From an optimization exercise on the open Yosys and OpenROAD flow, aimed at small area and a short achievable clock period; shortcuts taken in it are not production practice.
Only simulation tests tie the RTL to the original design; equivalence was not proved.
Power figures rest on the tool's default switching activity, not on a simulated workload.

== oak ==
==> flow/design.v <==
module ddr5_dimm_responder (
  input  logic        clk,
  input  logic        rst,
  input  logic        cmd_valid,
  input  logic [2:0]  cmd_type,
  input  logic        cmd_channel,
  input  logic [2:0]  cmd_bg,
  input  logic [1:0]  cmd_bank,
  input  logic [15:0] cmd_row,
  input  logic [5:0]  cmd_col,
  output logic        rd_valid,
  output logic [26:0] rd_tag,
  output logic        wr_ack,
  output logic [26:0] wr_tag,
  output logic        err_valid,
  output logic [2:0]  err_code,
  output logic [5:0]  open_banks
);
  localparam logic [6:0]   T_ACT_LD = 7'b0110000;   
  localparam logic [6:0]   T_PRE_LD = 7'b1000010;   
  localparam logic [127:0] OPEN_SET = 128'h00040560043368510238258d164a1301;
  logic [2:0]  eff;
  assign eff = (cmd_valid && !cmd_channel) ? cmd_type : 3'd0;
  logic [2:0]  p_type;
  logic [4:0]  p_idx;
  logic [15:0] p_row;
  logic [5:0]  p_col;
  always_ff @(posedge clk) begin
    p_type <= eff;
    p_idx  <= {cmd_bg, cmd_bank};
    p_row  <= cmd_row;
    p_col  <= cmd_col;
  end
  logic dec_q;   
  always_ff @(posedge clk or posedge rst) begin
    if (rst) dec_q <= 1'b0;
    else     dec_q <= !dec_q && (eff == 3'd1 || eff == 3'd3 || eff == 3'd5);
  end
  logic [4:0] idx_in;
  assign idx_in = {cmd_bg, cmd_bank};
  logic [6:0]  tmr  [32];
  logic [31:0] live;
  logic [15:0] rows [32];
  logic        pok_q, pre_cand_q, c_q, o_q;
  logic        err_valid_q;
  logic        f_act, f_pre, f_rw;
  assign f_act = pok_q && (p_type == 3'd2) && c_q;
  assign f_rw  = pok_q && (p_type == 3'd4 || p_type == 3'd6) && o_q;
  assign f_pre = pre_cand_q && !err_valid_q && live[p_idx];
  function automatic logic [6:0] tmr_step(input logic [6:0] q);
    tmr_step = {q[5:0], (q[6] == q[5]) && (q != 7'd0)};
  endfunction
  logic [31:0] pre_err_v;
  always_comb begin
    for (int i = 0; i < 32; i++)
      pre_err_v[i] = live[i] && (tmr[i] != 7'd0);
  end
  logic [6:0] s_p;
  logic       closed_p, live_p, open_p;
  assign s_p      = tmr[p_idx];
  assign live_p   = live[p_idx];
  assign closed_p = !live_p && (s_p == 7'd0);
  assign open_p   = live_p && OPEN_SET[s_p];
  logic p_is_act;
  assign p_is_act = (p_type == 3'd1);
  logic       mismatch, pair_err;
  logic [2:0] pair_code;
  logic [2:0]  x_type;
  logic [15:0] x_rowm;
  logic [5:0]  x_colm;
  assign x_type = p_type + 3'd1;
  assign x_rowm = {16{p_is_act}};
  assign x_colm = {6{!p_is_act}};
  assign mismatch  = !cmd_valid || cmd_channel || (|(cmd_type ^ x_type)) || (|(idx_in ^ p_idx)) ||
                     (|((cmd_row ^ p_row) & x_rowm)) || (|((cmd_col ^ p_col) & x_colm));
  assign pair_err  = p_is_act ? !closed_p : !open_p;
  assign pair_code = p_is_act ? (live_p ? 3'd1 : 3'd5) : 3'd2;
  logic is_half2, is_pre;
  assign is_half2 = (eff == 3'd2) || (eff == 3'd4) || (eff == 3'd6);
  assign is_pre   = (eff == 3'd7);
  logic       err_v_d;
  logic [2:0] err_c_d;
  logic pre_err;
  logic [31:0] idx_hot;
  always_comb for (int i = 0; i < 32; i++) idx_hot[i] = (idx_in == 5'(i));
  assign pre_err = (|(pre_err_v & idx_hot)) || (f_act && idx_in == p_idx);
  assign err_v_d = dec_q ? (mismatch || pair_err) : (is_half2 || (is_pre && pre_err));
  assign err_c_d = dec_q ? (mismatch ? 3'd4 : pair_code) : (is_half2 ? 3'd4 : 3'd3);
  logic [2:0] err_code_q;
  logic [5:0] open_q;
  always_ff @(posedge clk or posedge rst) begin
    if (rst) begin
      err_valid_q <= 1'b0;
      err_code_q  <= 3'd0;
      pok_q       <= 1'b0;
      pre_cand_q  <= 1'b0;
      open_q      <= 6'd0;
    end else begin
      err_valid_q <= err_v_d;
      err_code_q  <= err_c_d;
      pok_q       <= dec_q && !mismatch;
      pre_cand_q  <= !dec_q && is_pre;
      open_q      <= open_q + {5'd0, f_act} - {5'd0, f_pre};
    end
  end
  always_ff @(posedge clk) begin
    c_q <= closed_p;
    o_q <= open_p;
  end
  always_ff @(posedge clk or posedge rst) begin
    if (rst) begin
      live <= '0;
      for (int i = 0; i < 32; i++) tmr[i] <= 7'd0;
    end else begin
      for (int i = 0; i < 32; i++) begin
        if (f_act && p_idx == 5'(i)) begin
          tmr[i]  <= T_ACT_LD;
          live[i] <= 1'b1;
        end else if (f_pre && p_idx == 5'(i)) begin
          tmr[i]  <= T_PRE_LD;
          live[i] <= 1'b0;
        end else begin
          tmr[i]  <= tmr_step(tmr[i]);
        end
      end
    end
  end
  always_ff @(posedge clk) begin
    for (int i = 0; i < 32; i++)
      if (f_act && p_idx == 5'(i)) rows[i] <= p_row;
  end
  localparam int HL = 19;
  logic          ph;
  logic          s_v, s_r;
  logic [10:0]   s_d;
  logic [HL:1]   h_v, h_r, h_late;
  logic [10:0]   h_d [1:HL];
  logic          f_rd;
  assign f_rd = (p_type == 3'd4);
  always_ff @(posedge clk or posedge rst) begin
    if (rst) begin
      ph  <= 1'b0;
      s_v <= 1'b0;
      h_v <= '0;
    end else begin
      ph  <= !ph;
      s_v <= f_rw;
      if (ph) h_v <= {h_v[HL-1:1], f_rw || s_v};
    end
  end
  always_ff @(posedge clk) begin
    s_r <= f_rd;
    s_d <= {p_idx, p_col};
    if (ph) begin
      h_r[1]    <= s_v ? s_r : f_rd;
      h_late[1] <= !s_v;
      h_d[1]    <= s_v ? s_d : {p_idx, p_col};
      h_r[HL:2]    <= h_r[HL-1:1];
      h_late[HL:2] <= h_late[HL-1:1];
      for (int k = 2; k <= HL; k++) h_d[k] <= h_d[k-1];
    end
  end
  logic        rd_late, wr_look, rd_look;
  logic [10:0] sel_d;
  logic [15:0] row_m;
  assign rd_late = !ph && h_v[HL] && h_r[HL] && h_late[HL];
  assign wr_look = h_v[HL-1] && !h_r[HL-1] && (ph == h_late[HL-1]);
  assign rd_look = rd_late || (ph && h_v[HL-1] && h_r[HL-1] && !h_late[HL-1]);
  assign sel_d   = rd_late ? h_d[HL] : h_d[HL-1];
  assign row_m   = rows[sel_d[10:6]];
  logic        rd_look_q, rd_valid_q, wr_ack_q;
  logic [26:0] rd_tag_q, wr_tag_q;
  always_ff @(posedge clk or posedge rst) begin
    if (rst) begin
      rd_look_q  <= 1'b0;
      rd_valid_q <= 1'b0;
      wr_ack_q   <= 1'b0;
      rd_tag_q   <= '0;
      wr_tag_q   <= '0;
    end else begin
      rd_look_q  <= rd_look;
      rd_valid_q <= rd_look_q;
      wr_ack_q   <= wr_look;
      if (rd_look) rd_tag_q <= {sel_d[10:6], row_m, sel_d[5:0]};
      wr_tag_q   <= {sel_d[10:6], row_m, sel_d[5:0]};
    end
  end
  assign rd_valid   = rd_valid_q;
  assign rd_tag     = rd_tag_q;
  assign wr_ack     = wr_ack_q;
  assign wr_tag     = wr_tag_q;
  assign err_valid  = err_valid_q;
  assign err_code   = err_code_q;
  assign open_banks = open_q;
endmodule
clock: 20.0 ns
lec_check: 0
cap_margin: 20
core_margin: 2
core_utilization: 40
slew_margin: 20
standard.sh (not shown) runs the stock make flow with config.mk's settings and CLKGATE_MAP_FILE= SYNTH_SCRIPT=/design/flow/synth_recipe.tcl, a recipe that flattens the netlist after the stock synthesis.
==> flow/flow/run.sh <==
#!/bin/bash
# Standard ORFS layout (the standard.sh) with extra optimisation effort:
# - the platform's don't-use list plus the 4-input NOR/OR cells (slow stacked PMOS), so
#   synthesis builds the input-side compare trees from faster gates;
# - repair_timing asked to leave extra setup margin, cells resized across footprints;
# - port buffers of a fixed small cell, clock tree with larger sink clusters and no dummy loads.
# The timing constraints (constraint.sdc) are unchanged; every port still gets a buffer.
set -euo pipefail
source flow/knobs.sh
DONT_USE="$(tr '\n' ' ' < flow/dont_use.txt)"
bash standard.sh SETUP_SLACK_MARGIN=$MARGIN MATCH_CELL_FOOTPRINT=0 "DONT_USE_CELLS=$DONT_USE" \
  "CTS_ARGS=$CTS" "BUFFER_PORTS_ARGS=$PORTBUF" $EXTRA finish > standard_make.log 2>&1
Other scripts of this flow, unchanged in this note and not shown: flow/flow/dont_use.txt, flow/flow/knobs.sh
Here is what was changed in the inputs of pine compared with oak.
--- a/flow/design.v
+++ b/flow/design.v
@@ -129,44 +129,38 @@
     for (int i = 0; i < 32; i++)
       if (f_act && p_idx == 5'(i)) rows[i] <= p_row;
   end
-  localparam int HL = 19;
+  localparam int HL = 19;    
+  localparam int FL = 37;    
   logic          ph;
-  logic          s_v, s_r;
+  logic [FL:1]   v_q, r_q;
+  logic          s_v;
   logic [10:0]   s_d;
-  logic [HL:1]   h_v, h_r, h_late;
   logic [10:0]   h_d [1:HL];
-  logic          f_rd;
-  assign f_rd = (p_type == 3'd4);
   always_ff @(posedge clk or posedge rst) begin
     if (rst) begin
       ph  <= 1'b0;
       s_v <= 1'b0;
-      h_v <= '0;
+      v_q <= '0;
     end else begin
       ph  <= !ph;
       s_v <= f_rw;
-      if (ph) h_v <= {h_v[HL-1:1], f_rw || s_v};
+      v_q <= {v_q[FL-1:1], f_rw};
     end
   end
   always_ff @(posedge clk) begin
-    s_r <= f_rd;
+    r_q <= {r_q[FL-1:1], p_type == 3'd4};
     s_d <= {p_idx, p_col};
     if (ph) begin
-      h_r[1]    <= s_v ? s_r : f_rd;
-      h_late[1] <= !s_v;
-      h_d[1]    <= s_v ? s_d : {p_idx, p_col};
-      h_r[HL:2]    <= h_r[HL-1:1];
-      h_late[HL:2] <= h_late[HL-1:1];
+      h_d[1] <= s_v ? s_d : {p_idx, p_col};
       for (int k = 2; k <= HL; k++) h_d[k] <= h_d[k-1];
     end
   end
-  logic        rd_late, wr_look, rd_look;
+  logic        wr_look, rd_look;
   logic [10:0] sel_d;
   logic [15:0] row_m;
-  assign rd_late = !ph && h_v[HL] && h_r[HL] && h_late[HL];
-  assign wr_look = h_v[HL-1] && !h_r[HL-1] && (ph == h_late[HL-1]);
-  assign rd_look = rd_late || (ph && h_v[HL-1] && h_r[HL-1] && !h_late[HL-1]);
-  assign sel_d   = rd_late ? h_d[HL] : h_d[HL-1];
+  assign wr_look = v_q[FL-1] && !r_q[FL-1];
+  assign rd_look = v_q[FL] && r_q[FL];
+  assign sel_d   = (rd_look && !ph) ? h_d[HL] : h_d[HL-1];
   assign row_m   = rows[sel_d[10:6]];
   logic        rd_look_q, rd_valid_q, wr_ack_q;
   logic [26:0] rd_tag_q, wr_tag_q;
### Flow results
On routed wire length, oak loses to pine.
pine vs. oak: via count went down, final core area utilization higher, power has increased, flip-flop and latch count increased by 15 relative to the old numbers.
The standard cell core area reported for pine is smaller than that of oak by 1800 um^2.
On initial antenna violation count, the lower figure sits with oak, not pine.
On fraction of the mapped netlist area in simple logic gates, oak and pine are basically level.
Compare oak and pine | critical path arrival lower: pine
Compared with oak, pine shows number of clock buffers in the layout higher by 7.

-- re-timing with driven ports --
The flow's constraints put no driver on any port. The routed layouts listed below were extracted and timed again, unchanged, in two steps. Step 1 sets driving cells, clkbuf_16 on the clock port and buf_2 on the other inputs (assumed; they add their load-dependent delay and slew). Step 2 adds t to the input delays and takes it off the output delays; t is the mean of the earliest and latest rising clock arrival at the registers after step 1. Input paths then give back, and output paths get back, about the clock's delay inside the block. Slacks: ideal ports / drivers / drivers and shift; pairs: ideal ports / drivers.
run | shift t [ns] | setup slack, ns | clock arrival spread, ns | pins driven straight from the clock port
oak | 0.688 | 14.761 / 14.712 / 14.117 | 0.084 / 0.085 | 1
pine | 0.688 | 14.809 / 14.744 / 14.272 | 0.091 / 0.091 | 1
After both steps setup and hold are still met in every run listed. For oak, which loses most, drivers alone change the setup slack by -0.049 ns; drivers and shift together by -0.644 ns.
